This is an optimization exercise on Yosys and OpenROAD, whose aim is small area, a short achievable clock period and few clock cycles per item, not a production implementation.
The RTL was checked by simulation tests, not by an equivalence proof against the original design.
Power is estimated from default activity; no workload was simulated.

==> flow/design.v, too long to show whole: its modules and the start of the top module <==
// module two_mode_motion_tween_unit: 2749 lines
module two_mode_motion_tween_unit #(
  parameter int unsigned FRACTION_BITS    = 16,
  parameter int unsigned SINE_TABLE_DEPTH = 1024
) (
  input  wire logic        clk,
  input  wire logic        rst,
  input  wire logic        s_tvalid,
  output logic             s_tready,
  input  wire logic [7:0]  s_tdata,     
  output logic             m_tvalid,
  input  wire logic        m_tready,
  output logic [31:0]      m_tdata,     
  output logic             m_tlast,     
  input  wire logic        cfg_valid,
  output logic             cfg_ready,
  input  wire logic [2:0]  cfg_index,
  input  wire logic [15:0] cfg_data
);
  // ...
==> flow/flow/run.sh <==
#!/bin/bash
# Layout flow: the standard ORFS flow (standard.sh), run with a larger
# setup margin for the resizer's timing repair (the SDC and its clock period
# are unchanged). Each tool's full output stays in orfs/logs; make's output
# goes to flow_make.log in this folder.
set -euo pipefail
sed -e 's/SETUP_SLACK_MARGIN=[-0-9.]*/SETUP_SLACK_MARGIN=7/' standard.sh > standard_margin.sh
grep -q 'SETUP_SLACK_MARGIN=7' standard_margin.sh
bash standard_margin.sh > flow_make.log 2>&1
==> flow/standard.sh <==
#!/bin/bash
# synth_recipe.tcl (not shown) runs the flow's synth.tcl, then flattens the netlist and writes it again
# the make line also repeats each setting of config.mk as NAME=value (left out here)
make -C /OpenROAD-flow-scripts/flow DESIGN_CONFIG=/design/flow/config.mk WORK_HOME=/design/flow/orfs CLKGATE_MAP_FILE= SYNTH_SCRIPT=/design/flow/synth_recipe.tcl "${@:-finish}"
==> flow/config.mk <==
export PLATFORM = sky130hd
export DESIGN_NAME = two_mode_motion_tween_unit
export DESIGN_NICKNAME = two_mode_motion_tween_unit
export VERILOG_FILES = /design/flow/design.v
export SDC_FILE = /design/flow/constraint.sdc
export NUM_CORES = 4
export LEC_CHECK = 0
export CAP_MARGIN = 20
export CORE_MARGIN = 2
export CORE_UTILIZATION = 40
export SETUP_SLACK_MARGIN = 5
export SLEW_MARGIN = 20
export SYNTH_MEMORY_MAX_BITS = 32768
==> flow/constraint.sdc <==
create_clock -name core_clock -period 11.0 [get_ports {clk}]
set_input_delay 2.2000 -clock core_clock [delete_from_list [all_inputs] [get_ports {clk}]]
set_output_delay 2.2000 -clock core_clock [all_outputs]
set_load 0.01 [all_outputs]
==> out/metrics.csv, run 1 <==
stage;metric;value;unit
run_status;status;timing/DRC/antenna clean;
place;GPL Wtd Cong;0.963;
yosys;post-synthesis sequential area ratio;0.209;
die;Boundary Pins;68;
place;cell count after placement;7287;
clock_network;hold buffers post-CTS;0;
drt;final wirelength;200000;microns
clock_network;Num CTS Buffers;56;
min_path;worst hold start;dn3$_DFFE_PN_;
cells_and_area;Layout Cells excl Fill;7973;
place;dpl ws;3.07;ns
yosys;Yosys top cell by area;dfxtp_1;
cells_and_area;Final Cell Area;0.0643;sq mm
sta;worst clock skew;0.0295;ns
yosys;Synth area leaders;dfxtp_1 (12%), ha_1 (11%), fa_1 (9.9%);
setup_path;Worst R2R Setup Slack;5.56;ns
sta;setup TNS;0;ns
clock_network;CTS tree;done;
cells_and_area;nets@finish;6984;
cells_and_area;Non-clock inverters;521;
setup_path;crit path capture type;register;
sta;Final Hold Fails;0;
yosys;post-synthesis compound-gate area fraction;0.247;
place;Final HPWL DP;121000;microns
cells_and_area;Most flops, register;m_tdata;
power_and_ir_drop;Top pwr grp;combinational cells;
setup_path;WS Path Type;in -> reg;
cells_and_area;Largest regs;m_tdata x32, tx x19, ty x19;
power_and_ir_drop;Power Density;253;mW/mm^2
drt;first drt pass iteration count;11;
Testbench counts, summed over its fixed seeds: cycles 9,328, items 7,756.
==> run 2, diff against run 1 <==
--- a/flow/design.v
+++ b/flow/design.v
@@ -2242,24 +2242,21 @@
       cvx_ah  <= cvx_a[31:16];
       cvx_bh  <= cvx_b[31:16];
       cvx_rgg <= cvx_gg;
       cvx_rgp <= cvx_gp;
       cvx_rnz <= cvx_nz;
     end
   end
   logic        cvx_c16;
-  logic [15:0] cvx_h0, cvx_h1, cvx_h2;
+  logic [15:0] cvx_s;
   assign cvx_c16 = cvx_rgg[3] | (cvx_rgp[3] & cvx_rgg[2]) | (cvx_rgp[3] & cvx_rgp[2] & cvx_rgg[1])
                  | (cvx_rgp[3] & cvx_rgp[2] & cvx_rgp[1] & cvx_rgg[0]);
-  assign cvx_h0 = cvx_ah + cvx_bh;
-  assign cvx_h1 = cvx_ah + cvx_bh + 16'd1;
-  assign cvx_h2 = cvx_ah + cvx_bh + 16'd2;
-  assign rx = cvx_c16 ? ((cvx_h1[15] && cvx_rnz) ? cvx_h2 : cvx_h1)
-                       : ((cvx_h0[15] && cvx_rnz) ? cvx_h1 : cvx_h0);
+  assign cvx_s = cvx_ah + cvx_bh + {15'd0, cvx_c16};
+  assign rx = cvx_s + {15'd0, cvx_s[15] & cvx_rnz};
   logic rsy0_1, rsy0_2, rsy0_3;
   logic [18:0] rsy0_w;
   assign rsy0_1 = f2[0] & ~f2[1];
   assign rsy0_2 = ~f2[0] & f2[1];
   assign rsy0_3 = f2[0] & f2[1];
   assign rsy0_w[0] = (rsy0_1 & dy[0]) | (rsy0_2 & 1'b0) | (rsy0_3 & ty[0]);
   assign rsy0_w[1] = (rsy0_1 & dy[1]) | (rsy0_2 & dy[0]) | (rsy0_3 & ty[1]);
   assign rsy0_w[2] = (rsy0_1 & dy[2]) | (rsy0_2 & dy[1]) | (rsy0_3 & ty[2]);
@@ -2723,24 +2720,21 @@
       cvy_ah  <= cvy_a[31:16];
       cvy_bh  <= cvy_b[31:16];
       cvy_rgg <= cvy_gg;
       cvy_rgp <= cvy_gp;
       cvy_rnz <= cvy_nz;
     end
   end
   logic        cvy_c16;
-  logic [15:0] cvy_h0, cvy_h1, cvy_h2;
+  logic [15:0] cvy_s;
   assign cvy_c16 = cvy_rgg[3] | (cvy_rgp[3] & cvy_rgg[2]) | (cvy_rgp[3] & cvy_rgp[2] & cvy_rgg[1])
                  | (cvy_rgp[3] & cvy_rgp[2] & cvy_rgp[1] & cvy_rgg[0]);
-  assign cvy_h0 = cvy_ah + cvy_bh;
-  assign cvy_h1 = cvy_ah + cvy_bh + 16'd1;
-  assign cvy_h2 = cvy_ah + cvy_bh + 16'd2;
-  assign ry = cvy_c16 ? ((cvy_h1[15] && cvy_rnz) ? cvy_h2 : cvy_h1)
-                       : ((cvy_h0[15] && cvy_rnz) ? cvy_h1 : cvy_h0);
+  assign cvy_s = cvy_ah + cvy_bh + {15'd0, cvy_c16};
+  assign ry = cvy_s + {15'd0, cvy_s[15] & cvy_rnz};
   logic v3, fe3, dn3;
   always_ff @(posedge clk) begin
     if (rst) begin
       v2       <= 1'b0;
       v3       <= 1'b0;
       m_tvalid <= 1'b0;
     end else if (!stall) begin
       v2       <= pop;
==> flow/run.sh (new file) <==
#!/bin/bash
# synth_recipe.tcl (not shown) runs the flow's synth.tcl, then flattens the netlist and writes it again
# the make line also repeats each setting of config.mk as NAME=value (left out here)
make -C /OpenROAD-flow-scripts/flow DESIGN_CONFIG=/design/flow/config.mk WORK_HOME=/design/flow/orfs CLKGATE_MAP_FILE= SYNTH_SCRIPT=/design/flow/synth_recipe.tcl finish
removed: flow/flow/run.sh
removed: flow/standard.sh
==> run 2 against run 1 <==
Still clean on timing, DRC and antenna. First-iteration DRC count shrank 20%. Utilization shrank 8.0 points. Synthesized cell count is essentially flat. Power shrank 31%. Via count shrank 8.8%.
==> out/metrics.csv, run 2 <==
stage;metric;value;unit;change
clock_network;Reg clk slew, reported paths;0.08;ns;
yosys;post-synthesis register bit count;441;;
yosys;post-synthesis sequential area ratio;0.211;;+0.00203
die;Rows;127;;
clock_network;hold buffers post-CTS;0;;unchanged
cells_and_area;ANT cells;0;;
cells_and_area;Layout Cells excl Fill;7422;;-6.9%
yosys;cell with the most instances after synthesis;nand2_1;;
die;die area;0.124;sq mm;
yosys;number of synthesized flops with an enable pin;139;;
setup_path;Buf+Inv Stages, Crit Path;6;;
power_and_ir_drop;Power Density;209;mW/mm^2;-18%
yosys;Cell Area, Synth;0.0483;sq mm;
setup_path;worst path cell trace;clkdlybuf4s50_1 -> nor2b_4 -> clkinvlp_4 -> o21ai_2 -> nor2_2 -> o211a_2 -> nor2_4 -> buf_4 -> o311ai_0 -> o31a_2 -> buf_12 -> inv_6 -> buf_4 -> nor2_2 -> a32oi_1 -> o311ai_1 -> nand4_1;;
sta;worst hold margin;0.425;ns;
drt;vias per std cell;6.18;;
die;Core ar.;0.120;sq mm;
setup_path;crit path capture type;register;;
sta;Slew @ Worst Pin;1.32;ns;
cells_and_area;Most flops, register;m_tdata;;
drt;DRC Markers;0;;
min_path;Hold Path Depth;0;;
global_routing;GRT Overall Usage;0.270;;
place;PortBufs;59;;
cells_and_area;fin util;0.450;;
yosys;share of the synthesized area in the top cell type;0.125;;
yosys;Yosys top cell by area;dfxtp_1;;
sta;Max transition margin;0.118;;
min_path;Hold Crit Class;reg -> reg;;
setup_path;Req. time, crit path;11.53;ns;
global_routing;met3 usage;0.0463;;
power_and_ir_drop;leak pwr;21.5;nW;
sta;Final Hold Fails;0;;unchanged
yosys;number of distinct library cells after synthesis;104;;
clock_network;Clock Sinks;441;;
yosys;synthesized instance count;5913;;
setup_path;Worst R2R Setup Slack;5.08;ns;-0.48 ns
min_path;worst hold start;dn3$_DFFE_PN_;;
setup_path;FF-to-FF Start;r[4]$_SDFFE_PP0P_;;
power_and_ir_drop;peak supply drop;0.000216;V;
sta;fin. max-slew vios;0;;
setup_path;cell count of the worst reg-to-reg path;20;;
cells_and_area;Largest regs;m_tdata x32, tx x19, ty x19;;
setup_path;startpoint types;input pin;;
flow_run;maxcap violations;0;;
clock_network;clock latency (worst-skew pair);0.68;ns;
global_routing;vias in the first global route;44400;;
drt;Detail Route Antenna Nets;0;;
drt;first drt pass iteration count;7;;-4
yosys;Synth top cells by count;nand2_1 (641), inv_1 (523), ha_1 (412);;
yosys;Mapped Nets;6600;;
cells_and_area;most frequent cells in the layout;nand2_1 (627), inv_1 (515), ha_1 (396);;
sta;final setup violation count;0;;
place;Final HPWL DP;120000;microns;-1.1%
die;Die H;352;microns;
setup_path;CP startpoint;m_tready;;
sta;worst clock skew;0.0383;ns;+0.00878 ns
yosys;Synth area leaders;dfxtp_1 (13%), ha_1 (11%), fa_1 (10%);;
sta;setup TNS;0;ns;unchanged
setup_path;slowest stage delay, CP;0.54;ns;
run_status;status;timing/DRC/antenna clean;;
yosys;Synth Area per Inst;8.17;sq um;
drt;final wirelength;172000;microns;-14%
global_routing;GRT overflow;0;;
drt;drt initial violations;4980;;
setup_path;critical path arrival;6.49;ns;
sta;Max Fclk;168;MHz;
yosys;YS warnings;1;;
clock_network;Max clock buf depth;3;;
drt;mean routed wirelength per cell;23.2;microns;
clock_network;H-Tree Level Count;2;;
global_routing;M2 GR Usage;0.428;;
drt;Vias;45900;;
place;GPL Wtd Cong;0.954;;-0.92%
cells_and_area;max reg flops;32;;
yosys;async set-reset flop share out of synthesis;0;;
cells_and_area;nets@finish;6450;;-7.6%
cells_and_area;area grow syn2layout;11.7;%;
sta;fraction of the cycle the final worst path needs;0.542;;
global_routing;busiest layer in global routing;met2;;
global_routing;initial antenna violation count;1;;
setup_path;stages on the worst setup path;17;;
setup_path;critical path's top delay family;compound AO/OA/AOI/OAI gates;;
clock_network;CTS tree;done;;
setup_path;WS Path Type;in -> reg;;
clock_network;Num CTS Buffers;56;;unchanged
global_routing;first-pass GRT wire length;262000;microns;
cells_and_area;leading cell type in the layout, fill and taps excluded;nand2_1;;
sta;unrepaired setup endpoints after global routing;true;;
global_routing;met1 GRT Util;0.364;;
yosys;Post-synth top flop;dfxtp_1;;
global_routing;pin count of the biggest net entering global routing;83;;
sta;Final Critical Period;5.96;ns;
clock_network;Root Buffer;clkbuf_16;;
power_and_ir_drop;Overall Power;11.3;mW;
place;cell count after placement;7289;;+0.027%
die;Starting Density;0.403;;
die;Boundary Pins;68;;unchanged
die;Die X;352;microns;
setup_path;Critical Path Fanout Max;44;;
setup_path;Slowest-stage cell, CP;o311ai_0;;
cells_and_area;layout cells sized above 1;0.130;;
## run 2: routing by layer
metal  up-vias  routed length (microns)
met5         -                        7
met1     22000                    73300
met2      2404                    76400
met3       499                    15400
li1      20900                        -
met4         2                     7240
## run 2: area by class of cell
cell class,instances,area [sq um]
fillers,11800,66000
multi-input cells,4533,35700
flip-flops and latches,441,10200
inverters,534,2060
well taps,1612,2020
repair buffers,197,1810
clock buffers,73,1650
clock inverters,32,495
## run 2: timing repair
item	CTS	global route
resized for setup	145	111
gates cloned	1	4
setup endpoints to repair	75	74
pin swaps	12	11
setup buffers	19	4
## run 2: through the flow
step / setup slack (ns) / area [sq um]
after global routing: 4.95 / 54000
after floorplan: 3.44 / 49000
after CTS: 5.02 / 53400
after global placement: 3.07 / 50600
after detailed placement: 3.06 / 50600
final: 5.04 / 54000
## run 2: worst register-to-register path, cell delays in order (launching register included)
cell      delay [ns]
dfxtp_1         0.44
ha_1            0.32
o211ai_1        0.45
a211oi_2        0.19
a21o_2          0.35
a22o_2          0.32
nand2_1         0.13
xnor2_2         0.15
ha_1            0.24
ha_1            0.32
o311ai_1        0.22
o211a_1         0.26
or3_1           0.39
buf_12          0.22
inv_12          0.24
ha_2            0.39
nand2_2         0.23
a31oi_1         0.42
a221oi_1        0.14
a21oi_1         0.21
o22ai_1         0.12
## run 2: final timing paths
kind,endpoint
setup / recovery,register
hold / removal,m_tlast$_DFFE_PN_
setup reg to reg,register
hold reg to reg,m_tlast$_DFFE_PN_
## run 2: cells by family (layout without fill, tap and decap cells)
logic type,Yosys count,count (layout),share of synthesized area
fa+ha+maj,656,656,0.208
mux,305,306,0.0707
other cells,1,1,0.0000776
xor+xnor,217,217,0.0396
simple gates,1597,1598,0.150
compound gates,1755,1755,0.245
flops,441,441,0.211
buf+inv,941,836,0.0751
## run 2: power by group
group | leakage [nW] | total [mW] | switching [mW] | internal (mW)
clock | 1.05 | 2.15 | 0.842 | 1.31
combinational | 16.4 | 6.57 | 3.92 | 2.65
sequential | 4.01 | 2.55 | 0.449 | 2.10
Testbench counts of run 2, summed over its fixed seeds: cycles 9,328, items 7,756.

[what the ideal ports hide]
How much do the figures lean on ideal ports? The routed layouts below were timed once more, with nothing changed but the port constraints. Step 1: set_driving_cell puts a clkbuf_16 on clk and a buf_2 on each other input, an assumption about the parent block. Step 2 times the ports against the registers' clock, not the clock port: input delays grow and output delays shrink by t, the midpoint of the rising clock arrivals with the driver on. a / b / c = ideal ports / drivers / drivers and shift; a / b = the first two.
| run | t, ns | setup slack, ns | pins driven straight from the clock port |
|---|---|---|---|
| run 1 | 0.750 | 5.446 / 5.442 / 4.692 | 1 |
| run 2 | 0.732 | 5.039 / 5.078 / 4.350 | 1 |
After both steps every run listed still meets setup and hold. For run 1, which loses most, drivers alone change the setup slack by -0.004 ns; drivers and shift together by -0.754 ns.
